This is an optimization exercise on Yosys and OpenROAD, whose aim is small area and few clock cycles per item, not a production implementation. In this exercise RTL edits were held to simulation tests only and were not proved equivalent to the original.

## run 1
==> flow/design.v (excerpt) <==
module mant_mult_foil_pipe
#(
  parameter int EW = 8,
  parameter int MW = 23,
  parameter int K  = 9
) (
  input  logic               clk,
  input  logic               rst,
  input  logic               in_valid,
  output logic               in_ready,
  input  logic [EW+MW-1:0]   a_operand,
  input  logic [EW+MW-1:0]   b_operand,
  input  logic               approx_en,
  output logic               out_valid,
  input  logic               out_ready,
  output logic               normalised,
  output logic [MW-1:0]      product_mantissa,
  output logic               round_carry
);
clock: 12.0 ns
lec_check: 0
cap_margin: 20
core_margin: 2
core_utilization: 75
cts_buf_list: sky130_fd_sc_hd__clkbuf_8
slew_margin: 20
synth_hierarchical: 1
synth_minimum_keep_size: 0
standard.sh (not shown) runs the stock make flow with config.mk's settings and CLKGATE_MAP_FILE= SYNTH_SCRIPT=/design/flow/synth_recipe.tcl, a recipe that flattens the netlist after the stock synthesis.
==> flow/flow/run.sh <==
#!/bin/bash
# Standard layout, with the port buffers inserted as the smallest buffer
# (the resizer still upsizes or buffers them where timing or slew needs it).
export BUFFER_PORTS_ARGS="-buffer_cell sky130_fd_sc_hd__buf_1"
bash standard.sh > standard.log 2>&1
Testbench counts of run 1, summed over its fixed seeds: cycles 16,008, items 16,000.
The inputs of run 2 differ from those of run 1 as listed below.
Settings: removing CTS_BUF_LIST (formerly sky130_fd_sc_hd__clkbuf_8); changing CORE_UTILIZATION from 75 to 40.
## What came out
- Re worst hold slack: run 2 is 0.19 ns down on run 1.
- Run 2 vs. run 1: routability-driven placement congestion ratio went down by 0.039; count of buffer and inverter cells on the critical path went down by 3.
Setup changes, run 2 to run 3
Settings: setting CTS_BUF_LIST to sky130_fd_sc_hd__clkbuf_8 for the first time; setting PLACE_DENSITY to 0.85 for the first time; changing CORE_UTILIZATION from 40 to 60.
==> run notes <==
Run 2 and run 3 ended up with nearly the same number of buffers on the longest clock path. Run 3 went all the way through the flow, and no timing, DRC or antenna check failed. On final setup slack of the worst path: run 3 sits below run 2. Comparing run 3 against run 2, there is no change at all in number of enable-type register cells in the synthesized netlist. [compare] base=run 2 new=run 3: row count lost 14, global-route wire length before repair lost about 0.5%, number of nets in the final layout lost about 0.4%, average wire per standard cell picked up an extra 2.3 µm. Lower post-detailed-route via-to-cell ratio was reported by run 2, not run 3.
Modified inputs, run 4 compared to run 3
Settings: a deleted PLACE_DENSITY that had been 0.85; an added GPL_TIMING_DRIVEN of 0; a change of CORE_UTILIZATION from 60 to 40; a deleted CTS_BUF_LIST that had been sky130_fd_sc_hd__clkbuf_8.
==> flow/flow/run.sh <==
#!/bin/bash
# Standard layout, with the port buffers inserted as the smallest buffer
# (the resizer still upsizes or buffers them where timing or slew needs it),
# and the synthesis buffers removed at floorplan instead of at global placement.
export BUFFER_PORTS_ARGS="-buffer_cell sky130_fd_sc_hd__buf_1"
export REMOVE_ABC_BUFFERS=1
bash standard.sh > standard.log 2>&1
## What came out
In the tables for run 4 and run 3, met3 layer wire length in the routed design reads higher with run 3. Relative to run 3, run 4 improves post-route minimum period.
The following lists how run 5 was set up differently from run 4:
Settings: CORE_UTILIZATION changed from 40 to 60; CTS_BUF_LIST newly set to sky130_fd_sc_hd__clkbuf_8; GPL_TIMING_DRIVEN removed (was 0); PLACE_DENSITY newly set to 0.95.
==> flow/flow/run.sh <==
#!/bin/bash
# Standard layout, with the port buffers inserted as the smallest buffer
# (the resizer still upsizes or buffers them where timing or slew needs it).
export BUFFER_PORTS_ARGS="-buffer_cell sky130_fd_sc_hd__buf_1"
bash standard.sh > standard.log 2>&1
--- outcome ---
Run 5 vs. run 4: tightest slew margin relative to the limit grew by 3.2 points, vias per cell picked up an extra 1.1.
In the reports for run 4 and run 5, the larger ratio of final minimum period to clock period belongs to run 4.
Cmp run 5 vs run 4: proportion of layout cells with a drive suffix above 1 lower in run 5
Run 5 vs. run 4: sum of routed wire length over all layers went up 2.0%; highest clock frequency the design can meet went up 1.2%.
The post-route cell area of run 5 falls short of that of run 4 by about 2.5%.

* * *

mant_mult_foil_pipe again, from the RTL that the note above started with.
Settings: LEC_CHECK=0, CAP_MARGIN=20, CORE_MARGIN=2, CORE_UTILIZATION=60, CTS_BUF_LIST=sky130_fd_sc_hd__clkbuf_8, SLEW_MARGIN=20, SYNTH_HIERARCHICAL=1, SYNTH_MINIMUM_KEEP_SIZE=0; clock period 12.0 ns.
==> flow/flow/run.sh <==
#!/bin/bash
# Standard layout, with the port buffers inserted as the smallest buffer
# (the resizer still upsizes or buffers them where timing or slew needs it).
export BUFFER_PORTS_ARGS="-buffer_cell sky130_fd_sc_hd__buf_1"
bash standard.sh > standard.log 2>&1
The starting point finished with timing, DRC and antenna clean.
Testbench counts at the start, summed over its fixed seeds: cycles 16,008, items 16,000.
Change:
Settings changed: CTS_BUF_LIST sky130_fd_sc_hd__clkbuf_8 to unset.
What happened: The changed run finished with timing, DRC and antenna clean; synthesized cell count is unchanged; worst setup slack is worse by 27 ps.
Change:
Settings changed: CAP_MARGIN 20 to 0, CORE_UTILIZATION 60 to 40, CTS_BUF_LIST set to sky130_fd_sc_hd__clkbuf_8, SLEW_MARGIN 20 to 0.
Outcome: Maximum frequency goes down by 1.6%. Core utilization goes down by 20 points. Cell area goes up by 1.3%. Routed wire length goes down by 3.3%. Setup slack got worse by 180 ps. Register-to-register slack improved by 80 ps. Die area goes up by 49%. Area after synthesis stays the same.
Change:
Settings changed: CAP_MARGIN 0 to 20, CORE_UTILIZATION 40 to 60, PLACE_DENSITY set to 0.45, SLEW_MARGIN 0 to 20.
After rerunning: Non-clock buffer count came out lower by 9. Clock-buffer cell count climbs by 1. Sequential cell count stays the same. Final cell count drops by 9.1%. Final area falls by 1.5%. Synthesized cell count stays the same. Area after synthesis does not change. Setup slack gets better by 210 ps.

* * *

Another version of the RTL of mant_mult_foil_pipe (not shown whole).
Size in the first run: about 1,800 cells after synthesis, roughly 18,000 um2 of cells after synthesis.
export LEC_CHECK = 0
export CAP_MARGIN = 20
export CORE_MARGIN = 2
export CORE_UTILIZATION = 40
export SLEW_MARGIN = 20
export SYNTH_HIERARCHICAL = 1
export SYNTH_MINIMUM_KEEP_SIZE = 0
create_clock -name core_clock -period 12.0 [get_ports {clk}]
run.sh (not shown) runs the stock make flow with config.mk's settings and CLKGATE_MAP_FILE= SYNTH_SCRIPT=/design/flow/synth_recipe.tcl, a recipe that flattens the netlist after the stock synthesis.
Stock flow here: none of the scripts above is used.
Testbench counts at the start, summed over its fixed seeds: cycles 16,008, items 16,000.
Rerun with:
==> flow/flow/run.sh (new file) <==
#!/bin/bash
# Standard layout, with the port buffers inserted as the smallest buffer
# (the resizer still upsizes or buffers them where timing or slew needs it).
cp standard.sh standard_sh.txt
export BUFFER_PORTS_ARGS="-buffer_cell sky130_fd_sc_hd__buf_1"
bash standard.sh > standard.log 2>&1
==> flow/standard.sh (new file) <==
#!/bin/bash
# synth_recipe.tcl (not shown) runs the flow's synth.tcl, then flattens the netlist and writes it again
# the make line also repeats each setting of config.mk as NAME=value (left out here)
make -C /OpenROAD-flow-scripts/flow DESIGN_CONFIG=/design/flow/config.mk WORK_HOME=/design/flow/orfs CLKGATE_MAP_FILE= SYNTH_SCRIPT=/design/flow/synth_recipe.tcl "${@:-finish}"
removed: flow/run.sh
The new run produced a clean layout.
Via count is lower by 0.70%.
Cell area is lower by 3.3%.
Routed wire length is lower by 0.44%.
Cell count is about the same.
Global-route usage is higher by 0.17 points.

[separate check: timing with driven ports]
Ports are ideal in the flow. The routed layouts listed here were re-timed in OpenROAD. Step 1: set_driving_cell puts a clkbuf_16 on clk and a buf_2 on each other input, an assumption about the parent block. Step 2 also shifts input and output timing later by t, the mid clock arrival at the registers, as if the neighbouring blocks saw the same clock. Three values: ideal ports, drivers, drivers and shift; two values: the first two.
run	shift t [ns]	setup slack, ns	worst slew at a driven data input, ns
run 1	0.292	0.586 / 0.589 / 0.297	0.05
run 2	0.305	0.622 / 0.635 / 0.330	0.04
run 3	0.321	0.274 / 0.287 / -0.034	0.04
run 4	0.335	0.280 / 0.290 / -0.044	0.09
run 5	0.309	0.424 / 0.431 / 0.121	0.05
the first run of note 2	0.285	0.806 / 0.809 / 0.524	0.04
the second run of note 2	0.280	0.779 / 0.788 / 0.507	0.04
the third run of note 2	0.323	0.597 / 0.600 / 0.277	0.04
the fourth run of note 2	0.285	0.806 / 0.809 / 0.524	0.04
the first run of note 3	0.290	0.724 / 0.730 / 0.440	0.07
the second run of note 3	0.289	1.225 / 1.235 / 0.945	0.04
Met with ideal ports but missed after step 2: setup timing in run 3 and run 4. For run 4, which loses most, drivers alone change the setup slack by +0.010 ns; drivers and shift together by -0.324 ns.
